From an optimization exercise on the open Yosys and OpenROAD flow, aimed at small area and a short achievable clock period; shortcuts taken in it are not production practice.
At most, simulation tests tie the RTL to the original design; equivalence was not proved.
The RTL of run 4 was laid out without a check of its function.
Power figures rest on the tool's default switching activity, not on a simulated workload.

## flow/design.v

```verilog
`default_nettype none
package bnn_pkg;
	localparam int WORD_WIDTH = 32;
	localparam int VEC_WORDS = 128 / WORD_WIDTH;
	localparam int COUNT_WIDTH = $clog2(128) + 1;
	localparam int ADDR_WIDTH = $clog2(8);
	typedef logic [VEC_WORDS-1:0][WORD_WIDTH-1:0] vec_t;
	typedef logic [COUNT_WIDTH-1:0] count_t;
	typedef logic [16-1:0] acc_t;
	typedef logic [ADDR_WIDTH-1:0] entry_addr_t;
	typedef enum logic [1:0] {
		SEL_ACT = 2'd0,
		SEL_WGT = 2'd1,
		SEL_THR = 2'd2
	} store_sel_t;
endpackage
`default_nettype wire
`default_nettype none
module neuron_param_store (
	input  wire                      clk,
	input  wire                      wr_en,
	input  bnn_pkg::store_sel_t      wr_sel,
	input  bnn_pkg::entry_addr_t     wr_addr,
	input  bnn_pkg::vec_t            wr_data,
	input  bnn_pkg::entry_addr_t     addr,
	output bnn_pkg::acc_t            thr_q,
	output logic [8-1:0]  vec_wr_q,
	output logic [128-1:0] rd_act,
	output logic [128-1:0] rd_wgt
);
	localparam int E = 8;
	localparam int W = 128;
	bnn_pkg::acc_t thr_mem [E];
	logic [W-1:0] act_sel [E];
	logic [W-1:0] wgt_sel [E];
	for (genvar e = 0; e < E; e++) begin : g_entry
		logic [W-1:0]  act;
		logic [W-1:0]  wgt;
		logic          we_act;
		logic          we_wgt;
		logic          we_thr;
		assign we_act = wr_en && wr_addr == e && wr_sel == bnn_pkg::SEL_ACT;
		assign we_wgt = wr_en && wr_addr == e && wr_sel == bnn_pkg::SEL_WGT;
		assign we_thr = wr_en && wr_addr == e && wr_sel == bnn_pkg::SEL_THR;
		always_ff @(posedge clk) begin
			if (we_act) begin
				act <= wr_data;
			end
			if (we_wgt) begin
				wgt <= wr_data;
			end
			if (we_thr) begin
				thr_mem[e] <= wr_data[0][16-1:0];
			end
		end
		assign act_sel[e] = vec_wr_q[e] ? act : '0;
		assign wgt_sel[e] = vec_wr_q[e] ? wgt : '0;
	end
	always_comb begin
		rd_act = '0;
		rd_wgt = '0;
		for (int e = 0; e < E; e++) begin
			rd_act = rd_act | act_sel[e];
			rd_wgt = rd_wgt | wgt_sel[e];
		end
	end
	always_ff @(posedge clk) begin
		vec_wr_q <= '0;
		if (wr_en && !wr_sel[1]) begin
			vec_wr_q[wr_addr] <= 1'b1;
		end
		thr_q <= thr_mem[addr];
	end
endmodule
`default_nettype wire
`default_nettype none
module xnor_popcount_tree (
	input  wire                      clk,
	input  wire [127:0]            act,
	input  wire [127:0]            wgt,
	output logic [7:0]        row0,
	output logic [7:0]        row1,
	output logic [7:0]        row2
);
	logic [127:0] x;
	assign x = act ~^ wgt;
	logic [57:0] p1_d, p1_q;
	logic [10:0] p2_d, p2_q;
	logic s1, c2, s3, c4, s5, c6, s7, c8, s9, c10, s11, c12, s13, c14, s15, c16, s17, c18, s19, c20, s21, c22, s23, c24, s25, c26, s27, c28, s29, c30, s31, c32, s33, c34, s35, c36, s37, c38, s39, c40, s41, c42, s43, c44, s45, c46, s47, c48, s49, c50, s51, c52, s53, c54, s55, c56, s57, c58, s59, c60, s61, c62, s63, c64, s65, c66, s67, c68, s69, c70, s71, c72, s73, c74, s75, c76, s77, c78, s79, c80, s81, c82, s83, c84, s85, c86, s87, c88, s89, c90, s91, c92, s93, c94, s95, c96, s97, c98, s99, c100, s101, c102, s103, c104, s105, c106, s107, c108, s109, c110, s111, c112, s113, c114, s115, c116, s117, c118, s119, c120, s121, c122, s123, c124, s125, c126, s127, c128, s129, c130, s131, c132, s133, c134, s135, c136, s137, c138, s139, c140, s141, c142, s143, c144, s145, c146, s147, c148, s149, c150, s151, c152, s153, c154, s155, c156, s157, c158, s159, c160, s161, c162, s163, c164, s165, c166, s167, c168, s169, c170, s171, c172, s173, c174, s175, c176, s177, c178, s179, c180, s181, c182, s183, c184, s185, c186, s187, c188, s189, c190, s191, c192, s193, c194, s195, c196, s197, c198, s199, c200, s201, c202, s203, c204, s205, c206, s207, c208, s209, c210, s211, c212, s213, c214, s215, c216, s217, c218, s219, c220, s221, c222, s223, c224, s225, c226, s227, c228, s229, c230, s231, c232, s233, c234;
	assign s1 = x[0] ^ x[1] ^ x[2];
	assign c2 = (x[0] & x[1]) | (x[0] & x[2]) | (x[1] & x[2]);
	assign s3 = x[3] ^ x[4] ^ x[5];
	assign c4 = (x[3] & x[4]) | (x[3] & x[5]) | (x[4] & x[5]);
	assign s5 = x[6] ^ x[7] ^ x[8];
	assign c6 = (x[6] & x[7]) | (x[6] & x[8]) | (x[7] & x[8]);
	assign s7 = x[9] ^ x[10] ^ x[11];
	assign c8 = (x[9] & x[10]) | (x[9] & x[11]) | (x[10] & x[11]);
	assign s9 = x[12] ^ x[13] ^ x[14];
	assign c10 = (x[12] & x[13]) | (x[12] & x[14]) | (x[13] & x[14]);
	assign s11 = x[15] ^ x[16] ^ x[17];
	assign c12 = (x[15] & x[16]) | (x[15] & x[17]) | (x[16] & x[17]);
	assign s13 = x[18] ^ x[19] ^ x[20];
	assign c14 = (x[18] & x[19]) | (x[18] & x[20]) | (x[19] & x[20]);
	assign s15 = x[21] ^ x[22] ^ x[23];
	assign c16 = (x[21] & x[22]) | (x[21] & x[23]) | (x[22] & x[23]);
	assign s17 = x[24] ^ x[25] ^ x[26];
	assign c18 = (x[24] & x[25]) | (x[24] & x[26]) | (x[25] & x[26]);
	assign s19 = x[27] ^ x[28] ^ x[29];
	assign c20 = (x[27] & x[28]) | (x[27] & x[29]) | (x[28] & x[29]);
	assign s21 = x[30] ^ x[31] ^ x[32];
	assign c22 = (x[30] & x[31]) | (x[30] & x[32]) | (x[31] & x[32]);
	assign s23 = x[33] ^ x[34] ^ x[35];
	assign c24 = (x[33] & x[34]) | (x[33] & x[35]) | (x[34] & x[35]);
	assign s25 = x[36] ^ x[37] ^ x[38];
	assign c26 = (x[36] & x[37]) | (x[36] & x[38]) | (x[37] & x[38]);
	assign s27 = x[39] ^ x[40] ^ x[41];
	assign c28 = (x[39] & x[40]) | (x[39] & x[41]) | (x[40] & x[41]);
	assign s29 = x[42] ^ x[43] ^ x[44];
	assign c30 = (x[42] & x[43]) | (x[42] & x[44]) | (x[43] & x[44]);
	assign s31 = x[45] ^ x[46] ^ x[47];
	assign c32 = (x[45] & x[46]) | (x[45] & x[47]) | (x[46] & x[47]);
	assign s33 = x[48] ^ x[49] ^ x[50];
	assign c34 = (x[48] & x[49]) | (x[48] & x[50]) | (x[49] & x[50]);
	assign s35 = x[51] ^ x[52] ^ x[53];
	assign c36 = (x[51] & x[52]) | (x[51] & x[53]) | (x[52] & x[53]);
	assign s37 = x[54] ^ x[55] ^ x[56];
	assign c38 = (x[54] & x[55]) | (x[54] & x[56]) | (x[55] & x[56]);
	assign s39 = x[57] ^ x[58] ^ x[59];
	assign c40 = (x[57] & x[58]) | (x[57] & x[59]) | (x[58] & x[59]);
	assign s41 = x[60] ^ x[61] ^ x[62];
	assign c42 = (x[60] & x[61]) | (x[60] & x[62]) | (x[61] & x[62]);
	assign s43 = x[63] ^ x[64] ^ x[65];
	assign c44 = (x[63] & x[64]) | (x[63] & x[65]) | (x[64] & x[65]);
	assign s45 = x[66] ^ x[67] ^ x[68];
	assign c46 = (x[66] & x[67]) | (x[66] & x[68]) | (x[67] & x[68]);
	assign s47 = x[69] ^ x[70] ^ x[71];
	assign c48 = (x[69] & x[70]) | (x[69] & x[71]) | (x[70] & x[71]);
	assign s49 = x[72] ^ x[73] ^ x[74];
	assign c50 = (x[72] & x[73]) | (x[72] & x[74]) | (x[73] & x[74]);
	assign s51 = x[75] ^ x[76] ^ x[77];
	assign c52 = (x[75] & x[76]) | (x[75] & x[77]) | (x[76] & x[77]);
	assign s53 = x[78] ^ x[79] ^ x[80];
	assign c54 = (x[78] & x[79]) | (x[78] & x[80]) | (x[79] & x[80]);
	assign s55 = x[81] ^ x[82] ^ x[83];
	assign c56 = (x[81] & x[82]) | (x[81] & x[83]) | (x[82] & x[83]);
	assign s57 = x[84] ^ x[85] ^ x[86];
	assign c58 = (x[84] & x[85]) | (x[84] & x[86]) | (x[85] & x[86]);
	assign s59 = x[87] ^ x[88] ^ x[89];
	assign c60 = (x[87] & x[88]) | (x[87] & x[89]) | (x[88] & x[89]);
	assign s61 = x[90] ^ x[91] ^ x[92];
	assign c62 = (x[90] & x[91]) | (x[90] & x[92]) | (x[91] & x[92]);
	assign s63 = x[93] ^ x[94] ^ x[95];
	assign c64 = (x[93] & x[94]) | (x[93] & x[95]) | (x[94] & x[95]);
	assign s65 = x[96] ^ x[97] ^ x[98];
	assign c66 = (x[96] & x[97]) | (x[96] & x[98]) | (x[97] & x[98]);
	assign s67 = x[99] ^ x[100] ^ x[101];
	assign c68 = (x[99] & x[100]) | (x[99] & x[101]) | (x[100] & x[101]);
	assign s69 = x[102] ^ x[103] ^ x[104];
	assign c70 = (x[102] & x[103]) | (x[102] & x[104]) | (x[103] & x[104]);
	assign s71 = x[105] ^ x[106] ^ x[107];
	assign c72 = (x[105] & x[106]) | (x[105] & x[107]) | (x[106] & x[107]);
	assign s73 = x[108] ^ x[109] ^ x[110];
	assign c74 = (x[108] & x[109]) | (x[108] & x[110]) | (x[109] & x[110]);
	assign s75 = x[111] ^ x[112] ^ x[113];
	assign c76 = (x[111] & x[112]) | (x[111] & x[113]) | (x[112] & x[113]);
	assign s77 = x[114] ^ x[115] ^ x[116];
	assign c78 = (x[114] & x[115]) | (x[114] & x[116]) | (x[115] & x[116]);
	assign s79 = x[117] ^ x[118] ^ x[119];
	assign c80 = (x[117] & x[118]) | (x[117] & x[119]) | (x[118] & x[119]);
	assign s81 = x[120] ^ x[121] ^ x[122];
	assign c82 = (x[120] & x[121]) | (x[120] & x[122]) | (x[121] & x[122]);
	assign s83 = x[123] ^ x[124] ^ x[125];
	assign c84 = (x[123] & x[124]) | (x[123] & x[125]) | (x[124] & x[125]);
	assign s85 = s1 ^ s3 ^ s5;
	assign c86 = (s1 & s3) | (s1 & s5) | (s3 & s5);
	assign s87 = s7 ^ s9 ^ s11;
	assign c88 = (s7 & s9) | (s7 & s11) | (s9 & s11);
	assign s89 = s13 ^ s15 ^ s17;
	assign c90 = (s13 & s15) | (s13 & s17) | (s15 & s17);
	assign s91 = s19 ^ s21 ^ s23;
	assign c92 = (s19 & s21) | (s19 & s23) | (s21 & s23);
	assign s93 = s25 ^ s27 ^ s29;
	assign c94 = (s25 & s27) | (s25 & s29) | (s27 & s29);
	assign s95 = s31 ^ s33 ^ s35;
	assign c96 = (s31 & s33) | (s31 & s35) | (s33 & s35);
	assign s97 = s37 ^ s39 ^ s41;
	assign c98 = (s37 & s39) | (s37 & s41) | (s39 & s41);
	assign s99 = s43 ^ s45 ^ s47;
	assign c100 = (s43 & s45) | (s43 & s47) | (s45 & s47);
	assign s101 = s49 ^ s51 ^ s53;
	assign c102 = (s49 & s51) | (s49 & s53) | (s51 & s53);
	assign s103 = s55 ^ s57 ^ s59;
	assign c104 = (s55 & s57) | (s55 & s59) | (s57 & s59);
	assign s105 = s61 ^ s63 ^ s65;
	assign c106 = (s61 & s63) | (s61 & s65) | (s63 & s65);
	assign s107 = s67 ^ s69 ^ s71;
	assign c108 = (s67 & s69) | (s67 & s71) | (s69 & s71);
	assign s109 = s73 ^ s75 ^ s77;
	assign c110 = (s73 & s75) | (s73 & s77) | (s75 & s77);
	assign s111 = s79 ^ s81 ^ s83;
	assign c112 = (s79 & s81) | (s79 & s83) | (s81 & s83);
	assign s113 = c2 ^ c4 ^ c6;
	assign c114 = (c2 & c4) | (c2 & c6) | (c4 & c6);
	assign s115 = c8 ^ c10 ^ c12;
	assign c116 = (c8 & c10) | (c8 & c12) | (c10 & c12);
	assign s117 = c14 ^ c16 ^ c18;
	assign c118 = (c14 & c16) | (c14 & c18) | (c16 & c18);
	assign s119 = c20 ^ c22 ^ c24;
	assign c120 = (c20 & c22) | (c20 & c24) | (c22 & c24);
	assign s121 = c26 ^ c28 ^ c30;
	assign c122 = (c26 & c28) | (c26 & c30) | (c28 & c30);
	assign s123 = c32 ^ c34 ^ c36;
	assign c124 = (c32 & c34) | (c32 & c36) | (c34 & c36);
	assign s125 = c38 ^ c40 ^ c42;
	assign c126 = (c38 & c40) | (c38 & c42) | (c40 & c42);
	assign s127 = c44 ^ c46 ^ c48;
	assign c128 = (c44 & c46) | (c44 & c48) | (c46 & c48);
	assign s129 = c50 ^ c52 ^ c54;
	assign c130 = (c50 & c52) | (c50 & c54) | (c52 & c54);
	assign s131 = c56 ^ c58 ^ c60;
	assign c132 = (c56 & c58) | (c56 & c60) | (c58 & c60);
	assign s133 = c62 ^ c64 ^ c66;
	assign c134 = (c62 & c64) | (c62 & c66) | (c64 & c66);
	assign s135 = c68 ^ c70 ^ c72;
	assign c136 = (c68 & c70) | (c68 & c72) | (c70 & c72);
	assign s137 = c74 ^ c76 ^ c78;
	assign c138 = (c74 & c76) | (c74 & c78) | (c76 & c78);
	assign s139 = c80 ^ c82 ^ c84;
	assign c140 = (c80 & c82) | (c80 & c84) | (c82 & c84);
	assign s141 = p1_q[0] ^ p1_q[1] ^ p1_q[2];
	assign c142 = (p1_q[0] & p1_q[1]) | (p1_q[0] & p1_q[2]) | (p1_q[1] & p1_q[2]);
	assign s143 = p1_q[3] ^ p1_q[4] ^ p1_q[5];
	assign c144 = (p1_q[3] & p1_q[4]) | (p1_q[3] & p1_q[5]) | (p1_q[4] & p1_q[5]);
	assign s145 = p1_q[6] ^ p1_q[7] ^ p1_q[8];
	assign c146 = (p1_q[6] & p1_q[7]) | (p1_q[6] & p1_q[8]) | (p1_q[7] & p1_q[8]);
	assign s147 = p1_q[9] ^ p1_q[10] ^ p1_q[11];
	assign c148 = (p1_q[9] & p1_q[10]) | (p1_q[9] & p1_q[11]) | (p1_q[10] & p1_q[11]);
	assign s149 = p1_q[12] ^ p1_q[13] ^ p1_q[14];
	assign c150 = (p1_q[12] & p1_q[13]) | (p1_q[12] & p1_q[14]) | (p1_q[13] & p1_q[14]);
	assign s151 = p1_q[16] ^ p1_q[17] ^ p1_q[18];
	assign c152 = (p1_q[16] & p1_q[17]) | (p1_q[16] & p1_q[18]) | (p1_q[17] & p1_q[18]);
	assign s153 = p1_q[19] ^ p1_q[20] ^ p1_q[21];
	assign c154 = (p1_q[19] & p1_q[20]) | (p1_q[19] & p1_q[21]) | (p1_q[20] & p1_q[21]);
	assign s155 = p1_q[22] ^ p1_q[23] ^ p1_q[24];
	assign c156 = (p1_q[22] & p1_q[23]) | (p1_q[22] & p1_q[24]) | (p1_q[23] & p1_q[24]);
	assign s157 = p1_q[25] ^ p1_q[26] ^ p1_q[27];
	assign c158 = (p1_q[25] & p1_q[26]) | (p1_q[25] & p1_q[27]) | (p1_q[26] & p1_q[27]);
	assign s159 = p1_q[28] ^ p1_q[29] ^ p1_q[30];
	assign c160 = (p1_q[28] & p1_q[29]) | (p1_q[28] & p1_q[30]) | (p1_q[29] & p1_q[30]);
	assign s161 = p1_q[31] ^ p1_q[32] ^ p1_q[33];
	assign c162 = (p1_q[31] & p1_q[32]) | (p1_q[31] & p1_q[33]) | (p1_q[32] & p1_q[33]);
	assign s163 = p1_q[34] ^ p1_q[35] ^ p1_q[36];
	assign c164 = (p1_q[34] & p1_q[35]) | (p1_q[34] & p1_q[36]) | (p1_q[35] & p1_q[36]);
	assign s165 = p1_q[37] ^ p1_q[38] ^ p1_q[39];
	assign c166 = (p1_q[37] & p1_q[38]) | (p1_q[37] & p1_q[39]) | (p1_q[38] & p1_q[39]);
	assign s167 = p1_q[40] ^ p1_q[41] ^ p1_q[42];
	assign c168 = (p1_q[40] & p1_q[41]) | (p1_q[40] & p1_q[42]) | (p1_q[41] & p1_q[42]);
	assign s169 = p1_q[44] ^ p1_q[45] ^ p1_q[46];
	assign c170 = (p1_q[44] & p1_q[45]) | (p1_q[44] & p1_q[46]) | (p1_q[45] & p1_q[46]);
	assign s171 = p1_q[47] ^ p1_q[48] ^ p1_q[49];
	assign c172 = (p1_q[47] & p1_q[48]) | (p1_q[47] & p1_q[49]) | (p1_q[48] & p1_q[49]);
	assign s173 = p1_q[50] ^ p1_q[51] ^ p1_q[52];
	assign c174 = (p1_q[50] & p1_q[51]) | (p1_q[50] & p1_q[52]) | (p1_q[51] & p1_q[52]);
	assign s175 = p1_q[53] ^ p1_q[54] ^ p1_q[55];
	assign c176 = (p1_q[53] & p1_q[54]) | (p1_q[53] & p1_q[55]) | (p1_q[54] & p1_q[55]);
	assign s177 = s141 ^ s143 ^ s145;
	assign c178 = (s141 & s143) | (s141 & s145) | (s143 & s145);
	assign s179 = s147 ^ s149 ^ p1_q[15];
	assign c180 = (s147 & s149) | (s147 & p1_q[15]) | (s149 & p1_q[15]);
	assign s181 = c142 ^ c144 ^ c146;
	assign c182 = (c142 & c144) | (c142 & c146) | (c144 & c146);
	assign s183 = c148 ^ c150 ^ s151;
	assign c184 = (c148 & c150) | (c148 & s151) | (c150 & s151);
	assign s185 = s153 ^ s155 ^ s157;
	assign c186 = (s153 & s155) | (s153 & s157) | (s155 & s157);
	assign s187 = s159 ^ s161 ^ s163;
	assign c188 = (s159 & s161) | (s159 & s163) | (s161 & s163);
	assign s189 = s165 ^ s167 ^ p1_q[43];
	assign c190 = (s165 & s167) | (s165 & p1_q[43]) | (s167 & p1_q[43]);
	assign s191 = c152 ^ c154 ^ c156;
	assign c192 = (c152 & c154) | (c152 & c156) | (c154 & c156);
	assign s193 = c158 ^ c160 ^ c162;
	assign c194 = (c158 & c160) | (c158 & c162) | (c160 & c162);
	assign s195 = c164 ^ c166 ^ c168;
	assign c196 = (c164 & c166) | (c164 & c168) | (c166 & c168);
	assign s197 = s169 ^ s171 ^ s173;
	assign c198 = (s169 & s171) | (s169 & s173) | (s171 & s173);
	assign s199 = s175 ^ p1_q[56] ^ p1_q[57];
	assign c200 = (s175 & p1_q[56]) | (s175 & p1_q[57]) | (p1_q[56] & p1_q[57]);
	assign s201 = c170 ^ c172 ^ c174;
	assign c202 = (c170 & c172) | (c170 & c174) | (c172 & c174);
	assign s203 = c178 ^ c180 ^ s181;
	assign c204 = (c178 & c180) | (c178 & s181) | (c180 & s181);
	assign s205 = s183 ^ s185 ^ s187;
	assign c206 = (s183 & s185) | (s183 & s187) | (s185 & s187);
	assign s207 = c182 ^ c184 ^ c186;
	assign c208 = (c182 & c184) | (c182 & c186) | (c184 & c186);
	assign s209 = c188 ^ c190 ^ s191;
	assign c210 = (c188 & c190) | (c188 & s191) | (c190 & s191);
	assign s211 = s193 ^ s195 ^ s197;
	assign c212 = (s193 & s195) | (s193 & s197) | (s195 & s197);
	assign s213 = c192 ^ c194 ^ c196;
	assign c214 = (c192 & c194) | (c192 & c196) | (c194 & c196);
	assign s215 = c198 ^ c200 ^ s201;
	assign c216 = (c198 & c200) | (c198 & s201) | (c200 & s201);
	assign s217 = s203 ^ s205 ^ s189;
	assign c218 = (s203 & s205) | (s203 & s189) | (s205 & s189);
	assign s219 = c204 ^ c206 ^ s207;
	assign c220 = (c204 & c206) | (c204 & s207) | (c206 & s207);
	assign s221 = s209 ^ s211 ^ s199;
	assign c222 = (s209 & s211) | (s209 & s199) | (s211 & s199);
	assign s223 = c208 ^ c210 ^ c212;
	assign c224 = (c208 & c210) | (c208 & c212) | (c210 & c212);
	assign s225 = s213 ^ s215 ^ c176;
	assign c226 = (s213 & s215) | (s213 & c176) | (s215 & c176);
	assign s227 = c214 ^ c216 ^ c202;
	assign c228 = (c214 & c216) | (c214 & c202) | (c216 & c202);
	assign s229 = c218 ^ s219 ^ s221;
	assign c230 = (c218 & s219) | (c218 & s221) | (s219 & s221);
	assign s231 = c220 ^ c222 ^ s223;
	assign c232 = (c220 & c222) | (c220 & s223) | (c222 & s223);
	assign s233 = c224 ^ c226 ^ s227;
	assign c234 = (c224 & c226) | (c224 & s227) | (c226 & s227);
	assign p1_d[0] = s85;
	assign p1_d[1] = s87;
	assign p1_d[2] = s89;
	assign p1_d[3] = s91;
	assign p1_d[4] = s93;
	assign p1_d[5] = s95;
	assign p1_d[6] = s97;
	assign p1_d[7] = s99;
	assign p1_d[8] = s101;
	assign p1_d[9] = s103;
	assign p1_d[10] = s105;
	assign p1_d[11] = s107;
	assign p1_d[12] = s109;
	assign p1_d[13] = s111;
	assign p1_d[14] = x[126];
	assign p1_d[15] = x[127];
	assign p1_d[16] = c86;
	assign p1_d[17] = c88;
	assign p1_d[18] = c90;
	assign p1_d[19] = c92;
	assign p1_d[20] = c94;
	assign p1_d[21] = c96;
	assign p1_d[22] = c98;
	assign p1_d[23] = c100;
	assign p1_d[24] = c102;
	assign p1_d[25] = c104;
	assign p1_d[26] = c106;
	assign p1_d[27] = c108;
	assign p1_d[28] = c110;
	assign p1_d[29] = c112;
	assign p1_d[30] = s113;
	assign p1_d[31] = s115;
	assign p1_d[32] = s117;
	assign p1_d[33] = s119;
	assign p1_d[34] = s121;
	assign p1_d[35] = s123;
	assign p1_d[36] = s125;
	assign p1_d[37] = s127;
	assign p1_d[38] = s129;
	assign p1_d[39] = s131;
	assign p1_d[40] = s133;
	assign p1_d[41] = s135;
	assign p1_d[42] = s137;
	assign p1_d[43] = s139;
	assign p1_d[44] = c114;
	assign p1_d[45] = c116;
	assign p1_d[46] = c118;
	assign p1_d[47] = c120;
	assign p1_d[48] = c122;
	assign p1_d[49] = c124;
	assign p1_d[50] = c126;
	assign p1_d[51] = c128;
	assign p1_d[52] = c130;
	assign p1_d[53] = c132;
	assign p1_d[54] = c134;
	assign p1_d[55] = c136;
	assign p1_d[56] = c138;
	assign p1_d[57] = c140;
	assign p2_d[0] = s177;
	assign p2_d[1] = s179;
	assign p2_d[2] = s217;
	assign p2_d[3] = s229;
	assign p2_d[4] = c230;
	assign p2_d[5] = s231;
	assign p2_d[6] = s225;
	assign p2_d[7] = c232;
	assign p2_d[8] = s233;
	assign p2_d[9] = c234;
	assign p2_d[10] = c228;
	always_ff @(posedge clk) begin
		p1_q <= p1_d;
		p2_q <= p2_d;
	end
	assign row0 = {1'b0, 1'b0, p2_q[9], p2_q[7], p2_q[4], p2_q[3], p2_q[2], p2_q[0]};
	assign row1 = {1'b0, 1'b0, p2_q[10], p2_q[8], p2_q[5], 1'b0, 1'b0, p2_q[1]};
	assign row2 = {1'b0, 1'b0, 1'b0, 1'b0, p2_q[6], 1'b0, 1'b0, 1'b0};
endmodule
`default_nettype wire
`default_nettype none
module threshold_accumulator (
	input  wire                      clk,
	input  wire                      rstn,
	input  wire [7:0]                row0,
	input  wire [7:0]                row1,
	input  wire [7:0]                row2,
	input  wire [8-1:0]   wr_oh2,
	input  wire [8-1:0]   wr_oh1,
	input  wire                      sample,
	input  bnn_pkg::entry_addr_t     addr,
	input  bnn_pkg::acc_t            thr,
	input  wire                      acc_clear,
	output bnn_pkg::acc_t            pre_activation,
	output logic                     fire
);
	localparam int E = 8;
	logic [7:0] cnt_mem [E];
	logic [7:0] cnt_sum;
	logic [7:0] cnt_last;
	assign cnt_sum = row0 + row1 + row2;
	always_ff @(posedge clk) begin
		for (int e = 0; e < E; e++) begin
			if (wr_oh2[e]) begin
				cnt_mem[e] <= cnt_sum;
			end
		end
		cnt_last <= cnt_sum;
	end
	logic                  smp_v0;
	bnn_pkg::entry_addr_t  smp_addr0;
	logic                  smp_v1;
	logic [7:0]            cnt_rd;
	logic                  hit_row;
	logic                  hit_last;
	bnn_pkg::acc_t         thr1;
	always_ff @(posedge clk) begin
		smp_v0    <= sample && !rstn;
		smp_addr0 <= addr;
		smp_v1    <= smp_v0 && !rstn;
		cnt_rd    <= cnt_mem[smp_addr0];
		hit_row   <= wr_oh1[smp_addr0];
		hit_last  <= wr_oh2[smp_addr0];
		thr1      <= thr;
	end
	logic [7:0] cnt_old;
	assign cnt_old = hit_last ? cnt_last : cnt_rd;
	bnn_pkg::acc_t sum_q;
	function automatic logic [16-1:0] add_count(input logic [16-1:0] sum,
			input logic use_rows, input logic [7:0] r0, input logic [7:0] r1,
			input logic [7:0] r2, input logic [7:0] c_old);
		logic [16-1:0] s_old;
		logic [16-1:0] s_row;
		s_old = sum + bnn_pkg::acc_t'(c_old);
		s_row = sum + bnn_pkg::acc_t'(r0) + bnn_pkg::acc_t'(r1) + bnn_pkg::acc_t'(r2);
		add_count = use_rows ? s_row : s_old;
	endfunction
	bnn_pkg::acc_t acc_next;
	bnn_pkg::acc_t pre_next;
	assign acc_next = add_count(sum_q, hit_row, row0, row1, row2, cnt_old);
	assign pre_next = add_count(pre_activation, hit_row, row0, row1, row2, cnt_old);
	logic [7:0] pre_lo;
	logic [7:0] pre_hi;
	logic [7:0] pre_hi_inc;
	logic [7:0] thr_lo;
	logic [7:0] thr_hi;
	logic [9:0] lo_bound0;
	logic [9:0] lo_bound1;
	logic       gt_hi0;
	logic       gt_hi1;
	logic       eq_hi0;
	logic       eq_hi1;
	assign pre_lo     = sum_q[7:0];
	assign pre_hi     = sum_q[15:8];
	assign pre_hi_inc = pre_hi + 8'd1;
	assign thr_lo     = thr1[7:0];
	assign thr_hi     = thr1[15:8];
	assign lo_bound0  = 10'd256 + {2'b00, thr_lo} - {2'b00, pre_lo};
	assign lo_bound1  = lo_bound0 + 10'd256;
	assign gt_hi0     = pre_hi > thr_hi;
	assign gt_hi1     = pre_hi_inc > thr_hi;
	assign eq_hi0     = pre_hi == thr_hi;
	assign eq_hi1     = pre_hi_inc == thr_hi;
	function automatic logic fire_for(input logic [7:0] c, input logic [7:0] p_lo,
			input logic [9:0] b0, input logic [9:0] b1, input logic g0, input logic g1,
			input logic e0, input logic e1);
		logic [9:0] c_ext;
		c_ext = 10'd256 + {2'b00, c};
		if (c > ~p_lo) begin
			fire_for = g1 || (e1 && c_ext > b1);
		end else begin
			fire_for = g0 || (e0 && c_ext > b0);
		end
	endfunction
	logic fire_old;
	logic fire_row;
	logic fire_next;
	assign fire_old  = fire_for(cnt_old, pre_lo, lo_bound0, lo_bound1, gt_hi0, gt_hi1,
		eq_hi0, eq_hi1);
	assign fire_row  = fire_for(cnt_sum, pre_lo, lo_bound0, lo_bound1, gt_hi0, gt_hi1,
		eq_hi0, eq_hi1);
	assign fire_next = hit_row ? fire_row : fire_old;
	always_ff @(posedge clk) begin
		if (rstn || acc_clear) begin
			sum_q <= '0;
			pre_activation <= '0;
			fire <= 1'b0;
		end else if (smp_v1) begin
			sum_q <= acc_next;
			pre_activation <= pre_next;
			fire <= fire_next;
		end
	end
endmodule
`default_nettype wire
`default_nettype none
module bnn_neuron_top (
	input  wire                      clk,
	input  wire                      rstn,
	input  wire                      wr_en,
	input  bnn_pkg::store_sel_t      wr_sel,
	input  bnn_pkg::entry_addr_t     wr_addr,
	input  bnn_pkg::vec_t            wr_data,
	input  wire                      sample,
	input  bnn_pkg::entry_addr_t     addr,
	input  wire                      acc_clear,
	output bnn_pkg::acc_t            pre_activation,
	output logic                     fire
);
	logic [8-1:0]   wr_oh0;
	logic [8-1:0]   wr_oh1;
	logic [8-1:0]   wr_oh2;
	logic [128-1:0] rd_act;
	logic [128-1:0] rd_wgt;
	bnn_pkg::acc_t             thr_q;
	logic [7:0]                row0;
	logic [7:0]                row1;
	logic [7:0]                row2;
	neuron_param_store i_param_store (
		.clk      (clk),
		.wr_en    (wr_en),
		.wr_sel   (wr_sel),
		.wr_addr  (wr_addr),
		.wr_data  (wr_data),
		.addr     (addr),
		.thr_q    (thr_q),
		.vec_wr_q (wr_oh0),
		.rd_act   (rd_act),
		.rd_wgt   (rd_wgt)
	);
	xnor_popcount_tree i_popcount_tree (
		.clk  (clk),
		.act  (rd_act),
		.wgt  (rd_wgt),
		.row0 (row0),
		.row1 (row1),
		.row2 (row2)
	);
	always_ff @(posedge clk) begin
		wr_oh1 <= wr_oh0;
		wr_oh2 <= wr_oh1;
	end
	threshold_accumulator i_accumulator (
		.clk            (clk),
		.rstn           (rstn),
		.row0           (row0),
		.row1           (row1),
		.row2           (row2),
		.wr_oh2         (wr_oh2),
		.wr_oh1         (wr_oh1),
		.sample         (sample),
		.addr           (addr),
		.thr            (thr_q),
		.acc_clear      (acc_clear),
		.pre_activation (pre_activation),
		.fire           (fire)
	);
endmodule
`default_nettype wire
```

## flow/run.sh

```bash
#!/bin/bash
# synth_recipe.tcl (not shown) runs the flow's synth.tcl, then flattens the netlist and writes it again
# the make line also repeats each setting of config.mk as NAME=value (left out here)
make -C /OpenROAD-flow-scripts/flow DESIGN_CONFIG=/design/flow/config.mk WORK_HOME=/design/flow/orfs CLKGATE_MAP_FILE= SYNTH_SCRIPT=/design/flow/synth_recipe.tcl finish
```

## flow/config.mk

```make
export PLATFORM = sky130hd
export DESIGN_NAME = bnn_neuron_top
export DESIGN_NICKNAME = bnn_neuron_top
export VERILOG_FILES = /design/flow/design.v
export SDC_FILE = /design/flow/constraint.sdc
export NUM_CORES = 4
export LEC_CHECK = 0
export ABC_CLOCK_PERIOD_IN_PS = 3000
export CAP_MARGIN = 20
export CORE_MARGIN = 2
export CORE_UTILIZATION = 40
export CTS_CLUSTER_DIAMETER = 100
export CTS_CLUSTER_SIZE = 30
export SETUP_SLACK_MARGIN = 5.0
export SLEW_MARGIN = 20
export TNS_END_PERCENT = 100
```

## flow/constraint.sdc

```tcl
create_clock -name core_clock -period 8.0 [get_ports {clk}]
set_input_delay 1.6000 -clock core_clock [delete_from_list [all_inputs] [get_ports {clk}]]
set_output_delay 1.6000 -clock core_clock [all_outputs]
set_load 0.01 [all_outputs]
```

==> flow_metrics.tcl, run 1 <==
set metrics [dict create \
    wl_um 255000 \
    cts_buffer_depth 3 \
    postRouteAntennaNets 0 \
    rows 174 \
    port_buffers 157 \
    wl_met2_um 121000 \
    clock.fmax_ghz 0.306 \
    total_power_mw 26.1 \
    arrival_ps 3960 \
    dieArea_mm2 0.231 \
    antenna_found_initial 41 \
    route.met3.wl_um 22000 \
    dp_slack_ps 3230 \
    layout-drive-gt1-share 0.117 \
    cts_buffers 96 \
    synth_ff_type "edfxtp_1" \
    grt_pass1_vias 48399 \
    post-dp-hpwl_um 125000 \
    p_per_area_mw_per_mm2 254 \
    skew_ps 56.3 \
    die_w_um 481 \
    htree_levels 3 \
    setup_tns_ps 0 \
    top_layer_used "met5" \
    io-pin-count 158 \
    setup_viol 0 \
    rsz0062_at_grt "yes" \
    wl_per_cell_um 30.5 \
    status "finished clean" \
    fin_nets 5654 \
    drt_iter0_markers 6082 \
    post-route-util 0.455 \
    syn-num-nets 5468 \
    m1WireLength_um 106000 \
    worst_ep_required_time_ps 8690 \
    coreArea_mm2 0.225 \
    viasPerCell 5.93 \
    worstSetupPathType "flip-flop to flip-flop" \
    grt_use_total 0.216 \
    first_pass_iters 5 \
    ctsHoldBuffers 0 \
    endpoint_kind "flip-flop" \
    worst_slew_pin_slew_ps 1120 \
    seq_area_frac_synth 0.780 \
    syn_area_per_cell_um2 17.9 \
    start_util 0.403 \
    clock-root-buffer "clkbuf_16" \
    synth_seq_cells 2421 \
    min-delay-path-class "flip-flop to flip-flop" \
    synth_area_mm2 0.0909 \
    synth_cells 5090 \
    gp_congestion 0.814 \
    synth.distinct_cells 69 \
    yosysWarnings 8 \
    num-fill-cells 18974 \
    synthArstFlopShare 0 \
    relSlewSlack 0.250 \
    gr-total-overflow 0 \
    syn_to_final_growth_pct 12.8 \
    startpoint_type "flip-flop" \
    die_y_um 481 \
    hold_slack_ps 337 \
    cts.sinks 2421 \
    slew_violations 0 \
    clk_latency_ps 810 \
    period_share 0.408 \
    p_leak_nw 31.7 \
    drc_errors 0 \
    grt_pass1_wl_um 360000 \
    final.setup.worst_slack_ps 4740 \
    hold_viol_final 0 \
    dr_total_vias 49554 \
    cts.reportedPaths.clkPinSlew_ps 110 \
    path_max_fanout 1 \
    cts_tree "yes" \
    synth_edf_count 2240 \
    ir_drop_v 0.000879 \
    cap_violations 0 \
    grt_start_max_net_pins 89 \
    fin_crit_ps 3260 \
]
==> cell usage in the layout (no fill, tap or decap), drive strengths merged, types with 17 or more instances in the layout <==
cell type,instances
buf,197
o21ai,44
xnor2,109
clkbuf,151
nor2,100
edfxtp,2240
dfxtp,181
clkdlybuf4s50,127
xor2,58
nor2b,23
a21oi,72
ha,106
inv,163
a22oi,1032
fa,131
bufbuf,17
mux2,18
nand3,21
nand4,268
mux2i,21
nand2,43
==> logic make-up (layout without fill, tap and decap cells) <==
kind of cell	after synthesis	after routing	share of synthesized area
DFF	2421	2421	0.780
adders and majority gates	237	237	0.0434
xor gates and xnor gates	167	167	0.0161
other	0	11	0
buffers and inverters	424	683	0.0176
AOI/OAI and AO/OA	1264	1264	0.102
muxes	55	55	0.00851
and+or+nand+nor	522	523	0.0319
==> per-layer routing <==
layer / vias to the layer above / GRT usage
li1: 20871 / -
met1: 26189 / 0.307
met2: 2168 / 0.346
met3: 292 / 0.0397
met4: 34 / 0.0496
met5: - / 0
==> state kept, by name, summed over array words and instances (netlist names), 58 cells and up <==
register                   cells
i_param_store.g_entry.act   1024
i_popcount_tree.p1_q          58
i_param_store.thr_mem        128
i_accumulator.cnt_mem         64
i_param_store.g_entry.wgt   1024
==> worst max-delay path: stages (launching register included) <==
cell and delay (ps):
dfxtp_2 340, fa_2 560, inv_2 40, fa_2 560, fa_2 440, fa_2 570
inv_2 40, fa_2 590
==> area by class of cell <==
type                            instances  area, um2  area share
Clock buffer                          149       2600      0.0254
Clock inverter                         23        332     0.00323
Sequential cell                      2421      71000       0.693
Timing Repair Buffer                  352       4680      0.0457
Multi-Input combinational cell       2246      19500       0.190
Antenna cell                           11       27.5    0.000269
Inverter                              159        607     0.00592
Tap cell                             2992       3740      0.0365
==> worst paths after layout <==
kind                                    start                         endpoint  slack [ps]  cells past startpoint
max          i_popcount_tree.p1_q[52]$_DFF_P_  i_popcount_tree.p2_q[3]$_DFF_P_        4740                      7
min           i_param_store.thr_q[11]$_DFF_P_   i_accumulator.thr1[11]$_DFF_P_         340                      0
max reg2reg  i_popcount_tree.p1_q[52]$_DFF_P_  i_popcount_tree.p2_q[3]$_DFF_P_        4740                      7
min reg2reg   i_param_store.thr_q[11]$_DFF_P_   i_accumulator.thr1[11]$_DFF_P_         340                      0
==> synth_stat cells (14+ instances only) <==
cell type | number | area share
a221oi_1 | 14 | 0.0013
nor2b_1 | 23 | 0.0016
clkbuf_1 | 229 | 0.0095
nand2_1 | 43 | 0.0018
xnor2_1 | 109 | 0.011
buf_1 | 29 | 0.0012
inv_1 | 157 | 0.0065
mux2i_1 | 21 | 0.0023
a21oi_1 | 68 | 0.0037
a22oi_1 | 1032 | 0.085
nand4_1 | 268 | 0.018
o21ai_0 | 41 | 0.0023
nor2_1 | 98 | 0.0040
fa_1 | 131 | 0.029
dfxtp_1 | 181 | 0.040
xor2_1 | 58 | 0.0056
nand2b_1 | 16 | 0.0011
ha_1 | 106 | 0.015
mux2_2 | 18 | 0.0022
nand3_1 | 21 | 0.0012
edfxtp_1 | 2240 | 0.74
a211oi_1 | 14 | 0.0012
mux4_2 | 16 | 0.0040
==> through the flow <==
stage          instance area, um2  instances
5_1_grt                    102000       8346
2_1_floorplan               91200       5090
3_5_place_dp                96400       8052
4_1_cts                    102000       8329
6_report                   103000       8353
3_3_place_gp                96400       8051
==> power breakdown <==
part	switching [mW]	internal, mW	leakage (nW)
Combinational	3.28	2.07	8.57
Clock	3.85	2.35	1.39
Sequential	0.188	14.3	21.7
==> timing repair <==
item	4_1_cts	5_1_grt
endpoints found under the setup margin	2008	148
pin swaps	68	54
setup buffers	80	12
gates resized for setup	303	103
hold endpoints to repair	0	0
cloned	25	1
==> run 2: changes to the inputs <==
==> flow/flow/run.sh (new file) <==
#!/bin/bash
# Standard layout, with one synthesis change: no full/half adder cells.
# The flow's extract_fa step maps the carry-save popcount tree and the
# adders onto sky130 fa/ha cells, whose sum output is slow; left as plain
# gates, ABC maps them to faster xor/and-or logic. Registers are unchanged.
set -u
cfg="${FLOW_CONFIG:-config.mk}"
cp standard.sh standard.sh.txt
printf '\n# no adder cells\nexport ADDER_MAP_FILE =\n' >> "$cfg"
bash standard.sh > standard.log 2>&1
status=$?
echo "standard.sh exit $status"
exit $status
==> flow/standard.sh (new file) <==
#!/bin/bash
# synth_recipe.tcl (not shown) runs the flow's synth.tcl, then flattens the netlist and writes it again
# the make line also repeats each setting of config.mk as NAME=value (left out here)
make -C /OpenROAD-flow-scripts/flow DESIGN_CONFIG=/design/flow/config.mk WORK_HOME=/design/flow/orfs CLKGATE_MAP_FILE= SYNTH_SCRIPT=/design/flow/synth_recipe.tcl "${@:-finish}"
--- a/flow/config.mk
+++ b/flow/config.mk
@@ -14,3 +14,6 @@
 export SETUP_SLACK_MARGIN = 5.0
 export SLEW_MARGIN = 20
 export TNS_END_PERCENT = 100
+
+# no adder cells
+export ADDER_MAP_FILE =
removed: flow/run.sh
==> run 2 against run 1 <==
Against the previous run:
- register-to-register slack better by 280 ps
- power is 0.21% higher
- hold slack got worse by 10 ps
- synthesized area grew 0.43%
- critical endpoint is now i_param_store.g_entry[5].wgt[78]$_DFFE_PP_
==> flow_metrics.tcl, run 2 <==
set metrics [dict create \
    clock-root-buffer "clkbuf_16" \
    dp_slack_ps 2930 \
    r2r_slack_ps 5020 \
    reg.largest.list "i_param_store.g_entry.act: 1024 flops, i_param_store.g_entry.wgt: 1024 flops, i_param_store.thr_mem: 128 flops" \
    p_per_area_mw_per_mm2 252 \
    ys_top_cells_by_count "edfxtp_1, a22oi_1, nand4_1" \
    timing.rr.start "i_popcount_tree.p2_q[5]$_DFF_P_" \
    slew_violations 0 \
    cts_buffer_depth 3 \
    endpoint_kind "flip-flop" \
    worst_slew_pin_slew_ps 1130 \
    status "finished clean" \
    fin_area_mm2 0.104 \
    gp_congestion 0.788 \
    drt_iter0_markers 6054 \
    io-pin-count 158 \
    synth-adder-area-share 0.00984 \
    postRouteAntennaNets 0 \
    power_frac_clock 0.244 \
    syn-num-nets 5515 \
    antenna_found_initial 42 \
    relSlewSlack 0.246 \
    dieArea_mm2 0.232 \
    wl_um 264000 \
    rsz0062_at_grt "yes" \
    grt_pass1_vias 49615 \
    p_int_mw 18.8 \
    min_from "i_param_store.thr_q[2]$_DFF_P_" \
    synth_seq_cells 2421 \
    synth.distinct_cells 84 \
    grt_pass1_wl_um 370000 \
    htree_levels 3 \
    gr-total-overflow 0 \
    die_w_um 482 \
    seq_area_frac_synth 0.777 \
    setup_tns_ps 0 \
    yosysWarnings 8 \
    grt_use_total 0.221 \
    synth.area.mux_share 0.00851 \
    syn_area_per_cell_um2 17.0 \
    switching_power_mw 7.36 \
    r2r_end "i_accumulator.sum_q[12]$_SDFFE_PP0P_" \
    hold_viol_final 0 \
    path_max_fanout 27 \
    synth_edf_count 2240 \
    final_common_cell "edfxtp_1" \
    worstSetupPathType "input port to flip-flop" \
    skew_ps 65.9 \
    arrival_ps 3500 \
    wl_per_cell_um 30.4 \
    hold_slack_ps 327 \
    cts_tree "yes" \
    power_frac_seq 0.557 \
    grt_start_max_net_pins 94 \
    cap_violations 0 \
    holdPathEnd "i_accumulator.thr1[2]$_DFF_P_" \
    ctsHoldBuffers 0 \
    worstRegToRegCells 11 \
    synth.most_common_cell "edfxtp_1" \
    clock.fmax_ghz 0.329 \
    cts_buffers 97 \
    syn_to_final_growth_pct 13.5 \
    place_area_mm2 0.0966 \
    synth-simple-area-share 0.0373 \
    rows 175 \
    comb_power_share 0.199 \
    synth_ff_type "edfxtp_1" \
    first_pass_iters 5 \
    ir_drop_v 0.000752 \
    synth_area_mm2 0.0913 \
    fin_crit_ps 3040 \
    synth_compound_area_frac 0.111 \
    synth_top_family_by_area "compound AO/OA/AOI/OAI gates" \
    post-dp-hpwl_um 130000 \
    fin_nets 5739 \
    start_util 0.402 \
    total_power_mw 26.1 \
    final.setup.worst_slack_ps 4960 \
    swShare 0.282 \
    port_buffers 157 \
    hold_depth 0 \
    layout-drive-gt1-share 0.114 \
    setup_viol 0 \
    yosysTopAreaCellShare 0.737 \
    cts.sinks 2421 \
    coreArea_mm2 0.227 \
    cts.reportedPaths.clkPinSlew_ps 110 \
    drc_errors 0 \
    die_y_um 482 \
    dr_total_vias 51973 \
    synth_xor_area_frac 0.0420 \
    p_leak_nw 32.0 \
    worst_ep_required_time_ps 8460 \
    viasPerCell 5.98 \
    min-delay-path-class "flip-flop to flip-flop" \
    layout_common_cells "edfxtp_1, a22oi_1, nand4_1" \
    synth_area_leaders "edfxtp_1, a22oi_1, dfxtp_1" \
    synth_cells 5374 \
    yosysTopAreaCell "edfxtp_1" \
    clk_latency_ps 820 \
    period_share 0.380 \
    startpoint_type "input port" \
    synthArstFlopShare 0 \
]
[run 2: power groups by stage]
stage	Clock [mW]	Combinational [mW]	Sequential, mW
detailed placement	0	4.85	14.8
global placement	0	4.79	14.8
finish	6.37	5.20	14.6
CTS	6.47	5.04	14.5
floorplan	0	3.17	14.7
global route	6.85	5.49	14.6
[run 2: worst max-delay path by stage]
stage / startpoint / end / slack (ps) / cells after the start
after floorplan: wr_addr[2] / i_param_store.g_entry[0].act[0]$_DFFE_PP_ / 1300 / 3
after global placement: wr_sel[1] / i_param_store.g_entry[4].wgt[105]$_DFFE_PP_ / 2930 / 5
after detailed placement: wr_sel[1] / i_param_store.g_entry[4].wgt[51]$_DFFE_PP_ / 2930 / 5
after CTS: i_accumulator.sum_q[11]$_SDFFE_PP0P_ / i_accumulator.fire$_SDFFE_PP0P_ / 4880 / 10
after global routing: i_popcount_tree.p2_q[3]$_DFF_P_ / i_accumulator.fire$_SDFFE_PP0P_ / 4880 / 11
final: wr_addr[1] / i_param_store.g_entry[5].wgt[78]$_DFFE_PP_ / 4960 / 6
[run 2: cell families (layout without fill, tap and decap cells)]
logic type      count (synthesis)  after routing
buf+inv                       342            619
flops                        2421           2421
mux                            58             59
xor+xnor                      432            432
compound gates               1389           1389
fa+ha+maj                      89             89
other cells                     0             12
simple gates                  643            657
[run 2: layout make-up]
| class | instances | area (um2) |
|---|---|---|
| clock inverter | 22 | 377 |
| fill | 19279 | 123000 |
| clock buffer | 145 | 2700 |
| sequential | 2421 | 71000 |
| timing repair buffer | 404 | 5480 |
| inverter | 48 | 184 |
| antenna | 12 | 30.0 |
| multi-input combinational | 2626 | 20100 |
| tap | 3009 | 3760 |
[run 2: repair_timing]
| item | CTS | global route |
|---|---|---|
| gates cloned | 50 | 8 |
| setup endpoints to repair | 2077 | 1227 |
| pin swaps | 18 | 27 |
| buffers inserted | 87 | 29 |
| gates resized for setup | 327 | 97 |
[run 2: through the flow]
| step | util | cells |
|---|---|---|
| after floorplan | - | 5374 |
| after global placement | 0.426 | 8334 |
| after detailed placement | 0.425 | 8334 |
| after CTS | 0.453 | 8638 |
| after global routing | 0.456 | 8679 |
| final | 0.456 | 8687 |
[run 2: routing by layer]
metal	wire (um)	share of wire	track usage
met1	109000	0.41	0.312
met2	127000	0.48	0.361
met3	22000	0.083	0.0339
met4	6080	0.023	0.0501
met5	162	0.00061	0
[run 2: worst max-delay path: stages]
cell and delay [ps]:
clkdlybuf4s15_2 350, nand2b_2 390, nor2_2 350, and2_4 300, buf_12 180, buf_16 200
==> run 3: changes to the inputs <==
==> flow/flow/run.sh (replaced) <==
#!/bin/bash
set -u
cfg="${FLOW_CONFIG:-config.mk}"
cp standard.sh standard.sh.txt
printf '\n# no adder cells\nexport ADDER_MAP_FILE =\n' >> "$cfg"
printf '# repair target\nexport SETUP_SLACK_MARGIN = 5.4\n' >> "$cfg"
printf '# plain port buffers\nexport BUFFER_PORTS_ARGS = -buffer_cell sky130_fd_sc_hd__buf_2\n' >> "$cfg"
bash standard.sh > standard.log 2>&1
status=$?
echo "standard.sh exit $status"
exit $status
--- a/flow/config.mk
+++ b/flow/config.mk
@@ -11,9 +11,12 @@
 export CORE_UTILIZATION = 40
 export CTS_CLUSTER_DIAMETER = 100
 export CTS_CLUSTER_SIZE = 30
-export SETUP_SLACK_MARGIN = 5.0
 export SLEW_MARGIN = 20
-export TNS_END_PERCENT = 100
+export TNS_END_PERCENT = 5
 
 # no adder cells
 export ADDER_MAP_FILE =
+# repair target
+export SETUP_SLACK_MARGIN = 5.4
+# plain port buffers
+export BUFFER_PORTS_ARGS = -buffer_cell sky130_fd_sc_hd__buf_2
==> run 3 against run 2 <==
Against the previous run:
- still clean
- cell count down 0.60%
- sequential share of layout area up 0.96 points
- critical path depth down 2
- critical path type unchanged
- critical endpoint is now i_param_store.g_entry[2].wgt[96]$_DFFE_PP_
- largest power group unchanged
- highest routed layer unchanged
==> flow_metrics.tcl, run 3 <==
set metrics [dict create \
    reg.largest.list "i_param_store.g_entry.act: 1024 flops, i_param_store.g_entry.wgt: 1024 flops, i_param_store.thr_mem: 128 flops" \
    cts_buffer_depth 3 \
    final.setup.worst_slack_ps 4920 \
    synth.distinct_cells 84 \
    path_max_fanout 21 \
    status "finished clean" \
    endpoint_kind "flip-flop" \
    ys_top_cells_by_count "edfxtp_1, a22oi_1, nand4_1" \
    hold_viol_final 0 \
    synth_ff_type "edfxtp_1" \
    num-fill-cells 19310 \
    gp_congestion 0.812 \
    wl_per_cell_um 31.1 \
    dr_total_vias 52119 \
    wl_um 269000 \
    period_share 0.385 \
    r2r_slack_ps 5020 \
    layout-drive-gt1-share 0.127 \
    synth_area_mm2 0.0913 \
    rsz0062_at_grt "yes" \
    p_per_area_mw_per_mm2 252 \
    arrival_ps 3500 \
    clock.fmax_ghz 0.325 \
    io-pin-count 158 \
    dp_slack_ps 3420 \
    setup_viol 0 \
    cts_tree "yes" \
    rows 175 \
    skew_ps 56.1 \
    die_y_um 482 \
    viasPerCell 6.04 \
    cts_buffers 94 \
    fin_nets 5704 \
    clock-root-buffer "clkbuf_16" \
    startpoint_type "input port" \
    clk_latency_ps 820 \
    die_w_um 482 \
    syn_area_per_cell_um2 17.0 \
    relSlewSlack 0.228 \
    setup_tns_ps 0 \
    synth_edf_count 2240 \
    syn_to_final_growth_pct 12.0 \
    first_pass_iters 6 \
    worst_ep_required_time_ps 8420 \
    start_util 0.402 \
    post-dp-hpwl_um 129000 \
    cap_violations 0 \
    postRouteAntennaNets 0 \
    final_common_cell "edfxtp_1" \
    drc_errors 0 \
    yosysTopAreaCellShare 0.737 \
    grt_pass1_wl_um 374000 \
    grt_use_total 0.224 \
    synth_seq_cells 2421 \
    synth.most_common_cell "edfxtp_1" \
    yosysWarnings 8 \
    worst_slew_pin_slew_ps 1160 \
    worstSetupPathType "input port to flip-flop" \
    synthArstFlopShare 0 \
    min-delay-path-class "flip-flop to flip-flop" \
    hold_slack_ps 335 \
    drt_iter0_markers 6689 \
    seq_area_frac_synth 0.777 \
    coreArea_mm2 0.227 \
    antenna_found_initial 57 \
    placed_cells 8321 \
    grt_pass1_vias 49573 \
    syn-num-nets 5515 \
    slew_violations 0 \
    grt_start_max_net_pins 129 \
    port_buffers 157 \
    synth_cells 5374 \
    htree_levels 3 \
    cts.reportedPaths.clkPinSlew_ps 110 \
    final_cell_count_no_fill 8635 \
    dieArea_mm2 0.232 \
    gr-total-overflow 0 \
    ir_drop_v 0.000795 \
    p_leak_nw 31.7 \
    yosysTopAreaCell "edfxtp_1" \
    synth_area_leaders "edfxtp_1, a22oi_1, dfxtp_1" \
    cts.sinks 2421 \
    layout_common_cells "edfxtp_1, a22oi_1, nand4_1" \
    fin_crit_ps 3080 \
]
[run 3: power breakdown]
group | switching (mW) | internal [mW] | leakage, nW
logic | 3.04 | 1.99 | 8.62
clock network | 3.80 | 2.35 | 1.36
registers | 0.245 | 14.3 | 21.7
total | 7.08 | 18.7 | 31.7
[run 3: worst max-delay path, cell delays in order]
cell and delay, ps:
buf_2 120, or3b_4 540, nor2_4 360, and2_2 840
[run 3: what timing repair did]
action,in CTS,in global routing
setup buffers,88,19
cloned,37,11
endpoints found under the hold margin,0,0
pin swaps,27,13
resized for setup,229,58
hold buffers,0,0
setup endpoints to repair,2079,1777
[run 3: through the flow]
stage	area [um2]	total power, mW	util
global placement	95800	19.4	0.422
global route	102000	26.6	0.450
finish	102000	25.7	0.450
detailed placement	95800	19.5	0.422
floorplan	91400	17.9	-
CTS	102000	25.7	0.447
[run 3: worst paths after layout]
| kind | start | end | cells after the start |
|---|---|---|---|
| worst max-delay path | wr_sel[1] | i_param_store.g_entry[2].wgt[96]$_DFFE_PP_ | 4 |
| worst min-delay path | i_param_store.thr_q[9]$_DFF_P_ | i_accumulator.thr1[9]$_DFF_P_ | 0 |
| worst max register to register | i_popcount_tree.p2_q[5]$_DFF_P_ | i_accumulator.sum_q[13]$_SDFFE_PP0P_ | 10 |
| worst min register to register | i_param_store.thr_q[9]$_DFF_P_ | i_accumulator.thr1[9]$_DFF_P_ | 0 |
[run 3: logic make-up after synthesis]
logic type      Yosys count  share of synthesized area
compound gates         1389                      0.111
buf+inv                 342                     0.0143
xor+xnor                432                     0.0420
mux                      58                    0.00851
fa+ha+maj                89                    0.00984
simple gates            643                     0.0373
flops                  2421                      0.777
[run 3: routing by layer]
layer	track usage	share of wire	vias up
met1	0.315	0.41	27353
met3	0.0383	0.086	366
met5	0	0.0011	-
met4	0.0526	0.029	44
met2	0.363	0.47	2319
li1	-	-	22037
[run 3: cell type report]
class / count / area [um2] / area share
diodes: 8 / 20.0 / 0.000196
flip-flops and latches: 2421 / 71000 / 0.695
multi-input cells: 2622 / 20100 / 0.196
clock buffers: 134 / 2570 / 0.0251
repair buffers: 376 / 4350 / 0.0425
inverters: 48 / 180 / 0.00176
well taps: 3009 / 3760 / 0.0368
clock inverters: 17 / 268 / 0.00262
==> run 4: changes to the inputs <==
--- a/flow/design.v
+++ b/flow/design.v
@@ -31,6 +31,8 @@
 	localparam int E = 8;
 	localparam int W = 128;
 	bnn_pkg::acc_t thr_mem [E];
+	logic [E-1:0] rd_sel_act_q [2];
+	logic [E-1:0] rd_sel_wgt_q [2];
 	logic [W-1:0] act_sel [E];
 	logic [W-1:0] wgt_sel [E];
 	for (genvar e = 0; e < E; e++) begin : g_entry
@@ -53,8 +55,10 @@
 				thr_mem[e] <= wr_data[0][16-1:0];
 			end
 		end
-		assign act_sel[e] = vec_wr_q[e] ? act : '0;
-		assign wgt_sel[e] = vec_wr_q[e] ? wgt : '0;
+		for (genvar h = 0; h < 2; h++) begin : g_half
+			assign act_sel[e][h*W/2 +: W/2] = rd_sel_act_q[h][e] ? act[h*W/2 +: W/2] : '0;
+			assign wgt_sel[e][h*W/2 +: W/2] = rd_sel_wgt_q[h][e] ? wgt[h*W/2 +: W/2] : '0;
+		end
 	end
 	always_comb begin
 		rd_act = '0;
@@ -69,6 +73,14 @@
 		if (wr_en && !wr_sel[1]) begin
 			vec_wr_q[wr_addr] <= 1'b1;
 		end
+		for (int e = 0; e < E; e++) begin
+			rd_sel_act_q[0][e] <= wr_en && wr_addr == e && (wr_sel == bnn_pkg::SEL_ACT ||
+				wr_sel == bnn_pkg::SEL_WGT);
+			rd_sel_act_q[1][e] <= wr_en && wr_addr == e && wr_sel < 2'd2;
+			rd_sel_wgt_q[0][e] <= wr_en && wr_addr == e && wr_sel != bnn_pkg::SEL_THR &&
+				wr_sel != 2'd3;
+			rd_sel_wgt_q[1][e] <= wr_en && wr_addr == e && !(wr_sel[1] || (wr_sel[0] && wr_sel[1]));
+		end
 		thr_q <= thr_mem[addr];
 	end
 endmodule
--- a/flow/config.mk
+++ b/flow/config.mk
@@ -12,7 +12,7 @@
 export CTS_CLUSTER_DIAMETER = 100
 export CTS_CLUSTER_SIZE = 30
 export SLEW_MARGIN = 20
-export TNS_END_PERCENT = 5
+export TNS_END_PERCENT = 100
 
 # no adder cells
 export ADDER_MAP_FILE =
==> run 4 against run 3 <==
Against the previous run:
- highest routed layer unchanged
- cell count up 4.8%
- routed wire length up 9.0%
- via count up 5.4%
- critical path type is now flip-flop to output port
- core utilization up 2.4 points
- setup slack better by 150 ps
- first-iteration DRC count up 15%
- critical endpoint is now pre_activation[0]
- die area up 1.4%
- still clean
==> flow_metrics.tcl, run 4 <==
set metrics [dict create \
    synth.most_common_cell "edfxtp_1" \
    gr-total-overflow 0 \
    cp.depth 1 \
    wl_um 293000 \
    synth_area_leaders "edfxtp_1, a22oi_1, dfxtp_1" \
    timing.rr.start "i_accumulator.pre_activation[0]$_SDFFE_PP0P_" \
    ctsHoldBuffers 0 \
    cts_buffer_depth 3 \
    gp_congestion 0.792 \
    startpoint_type "flip-flop" \
    period_share 0.366 \
    drc_errors 0 \
    p_per_area_mw_per_mm2 254 \
    cts.sinks 2453 \
    clk_latency_ps 820 \
    arrival_ps 1330 \
    port_buffers 157 \
    cpLargestDelayFamily "flip-flops" \
    synth_edf_count 2240 \
    path_max_fanout 2 \
    antenna_found_initial 53 \
    layout_common_cells "edfxtp_1, a22oi_1, nand4_1" \
    yosysTopAreaCell "edfxtp_1" \
    slowest_delay_ps 390 \
    path_cells "buf_6" \
    synthArstFlopShare 0 \
    htree_levels 3 \
    syn-num-nets 5641 \
    rows 176 \
    hold_viol_final 0 \
    coreArea_mm2 0.230 \
    slowest_stage "dfxtp_4" \
    setup_viol 0 \
    postRouteAntennaNets 0 \
    p_leak_nw 34.6 \
    seq_area_frac_synth 0.773 \
    yosysTopAreaCellShare 0.727 \
    synth_cells 5500 \
    clock-root-buffer "clkbuf_16" \
    skew_ps 52.5 \
    syn_to_final_growth_pct 17.9 \
    grt_pass1_vias 51397 \
    yosysWarnings 10 \
    final_common_cell "edfxtp_1" \
    grt_pass1_wl_um 393000 \
    post-dp-hpwl_um 132000 \
    grt_use_total 0.232 \
    fin_nets 6088 \
    r2r_end "i_accumulator.pre_activation[15]$_SDFFE_PP0P_" \
    status "finished clean" \
    endpoint_kind "output port" \
    fin_crit_ps 2930 \
    min_from "i_param_store.vec_wr_q[2]$_SDFF_PN0_" \
    holdPathEnd "wr_oh1[2]$_DFF_P_" \
    synth.distinct_cells 94 \
    worst_slew_pin_slew_ps 841 \
    cts_tree "yes" \
    synth_seq_cells 2453 \
    layout-drive-gt1-share 0.194 \
    die_y_um 485 \
    syn_area_per_cell_um2 16.8 \
    path_buf_inv 1 \
    synth_area_mm2 0.0925 \
    cts.reportedPaths.clkPinSlew_ps 120 \
    wl_per_cell_um 32.3 \
    fin_area_mm2 0.109 \
    cap_violations 0 \
    viasPerCell 6.07 \
    ys_top_cells_by_count "edfxtp_1, a22oi_1, nand4_1" \
    io-pin-count 158 \
    synth_ff_type "edfxtp_1" \
    r2r_slack_ps 5120 \
    min-delay-path-class "flip-flop to flip-flop" \
    dr_total_vias 54940 \
    die_w_um 485 \
    setup_tns_ps 0 \
    worstSetupPathType "flip-flop to output port" \
    hold_depth 0 \
    relSlewSlack 0.439 \
    ir_drop_v 0.000754 \
    dieArea_mm2 0.235 \
    cts_buffers 95 \
    first_pass_iters 7 \
    worstRegToRegCells 12 \
    rsz0062_at_grt "yes" \
    drt_iter0_markers 7695 \
    grt_start_max_net_pins 53 \
    worst_ep_required_time_ps 6400 \
    start_util 0.403 \
    clock.fmax_ghz 0.341 \
    place_area_mm2 0.0970 \
    reg.largest.list "i_param_store.g_entry.act: 1024 flops, i_param_store.g_entry.wgt: 1024 flops, i_param_store.thr_mem: 128 flops" \
    slew_violations 0 \
]
-- run 4: worst max-delay path by stage --
stage	from	endpoint
finish	i_accumulator.pre_activation[0]$_SDFFE_PP0P_	pre_activation[0]
global route	i_accumulator.pre_activation[0]$_SDFFE_PP0P_	i_accumulator.pre_activation[15]$_SDFFE_PP0P_
CTS	i_accumulator.pre_activation[1]$_SDFFE_PP0P_	pre_activation[1]
detailed placement	wr_addr[1]	i_param_store.g_entry[7].act[2]$_DFFE_PP_
global placement	wr_addr[1]	i_param_store.g_entry[7].wgt[50]$_DFFE_PP_
floorplan	wr_addr[0]	i_param_store.g_entry[0].act[0]$_DFFE_PP_
-- run 4: what timing repair did --
action | CTS | global route
buffers inserted | 215 | 86
endpoints found under the setup margin | 2104 | 1398
gates resized for setup | 524 | 209
pin swaps | 75 | 73
gates cloned | 71 | 46
-- run 4: kinds of logic (layout without fill, tap and decap cells) --
group	count (synthesis)	in the layout	synth area share
buf+inv	363	865	0.0151
compound gates	1384	1384	0.110
fa+ha+maj	91	91	0.00990
mux	68	68	0.00918
simple gates	698	711	0.0399
other cells	0	12	0
flops	2453	2453	0.773
xor+xnor	443	443	0.0432
-- run 4: cell type report --
class	instances	area (um2)
Clock buffer	147	2660
Antenna cell	12	30.0
Tap cell	3026	3790
Clock inverter	18	221
Inverter	58	230
Timing Repair Buffer	642	8920
Fill cell	19100	121000
Multi-Input combinational cell	2697	21500
Sequential cell	2453	71800
-- run 4: power by group --
group	internal (mW)	total [mW]	leakage, nW	switching (mW)
clock network	2.38	6.25	1.38	3.87
registers	14.5	14.7	22.0	0.272
logic	2.97	6.72	11.2	3.75
total	19.8	27.7	34.6	7.88
-- run 4: per-stage QoR --
step                      power, mW  std cells  hold slack (ps)  utilization  setup slack [ps]
after floorplan                18.4       5500              310            -              1170
after global placement         19.9       8458              311        0.422              3570
after detailed placement       20.0       8458              312        0.422              3510
after CTS                      26.8       8909              336        0.462              5020
after global routing           28.5       9048              347        0.474              4990
final                          27.7       9053              340        0.474              5070
-- run 4: layer usage --
layer  share of wire  GRT usage
met5         0.00073          0
met4           0.034     0.0646
met2            0.46      0.369
met1            0.40      0.327
met3            0.11     0.0437

separate check: timing with driven ports:
How much do the figures lean on ideal ports? The routed layouts below were timed once more, with nothing changed but the port constraints. Step 1 (the two cells are an assumption about what drives the block):
set clk [get_ports {clk}]
set_driving_cell -lib_cell sky130_fd_sc_hd__clkbuf_16 $clk
set_driving_cell -lib_cell sky130_fd_sc_hd__buf_2 [delete_from_list [all_inputs] $clk]
Step 2, shift: input delay + t, output delay - t, t = (earliest + latest rising clock arrival at the registers) / 2. This alone moves slack from input paths to output paths. Slacks: ideal ports / drivers / drivers and shift; pairs: ideal ports / drivers.
| run | t (ns) | setup WS [ns] | cell pins on the clock port's net |
|---|---|---|---|
| run 1 | 0.869 | 4.736 / 4.736 / 4.087 | 1 |
| run 2 | 0.881 | 4.961 / 4.932 / 4.056 | 1 |
| run 3 | 0.887 | 4.919 / 4.929 / 4.042 | 1 |
| run 4 | 0.887 | 5.070 / 4.980 / 4.221 | 1 |
After both steps setup and hold are still met in every run listed. For run 2, which loses most, drivers alone change the setup slack by -0.029 ns; drivers and shift together by -0.905 ns.
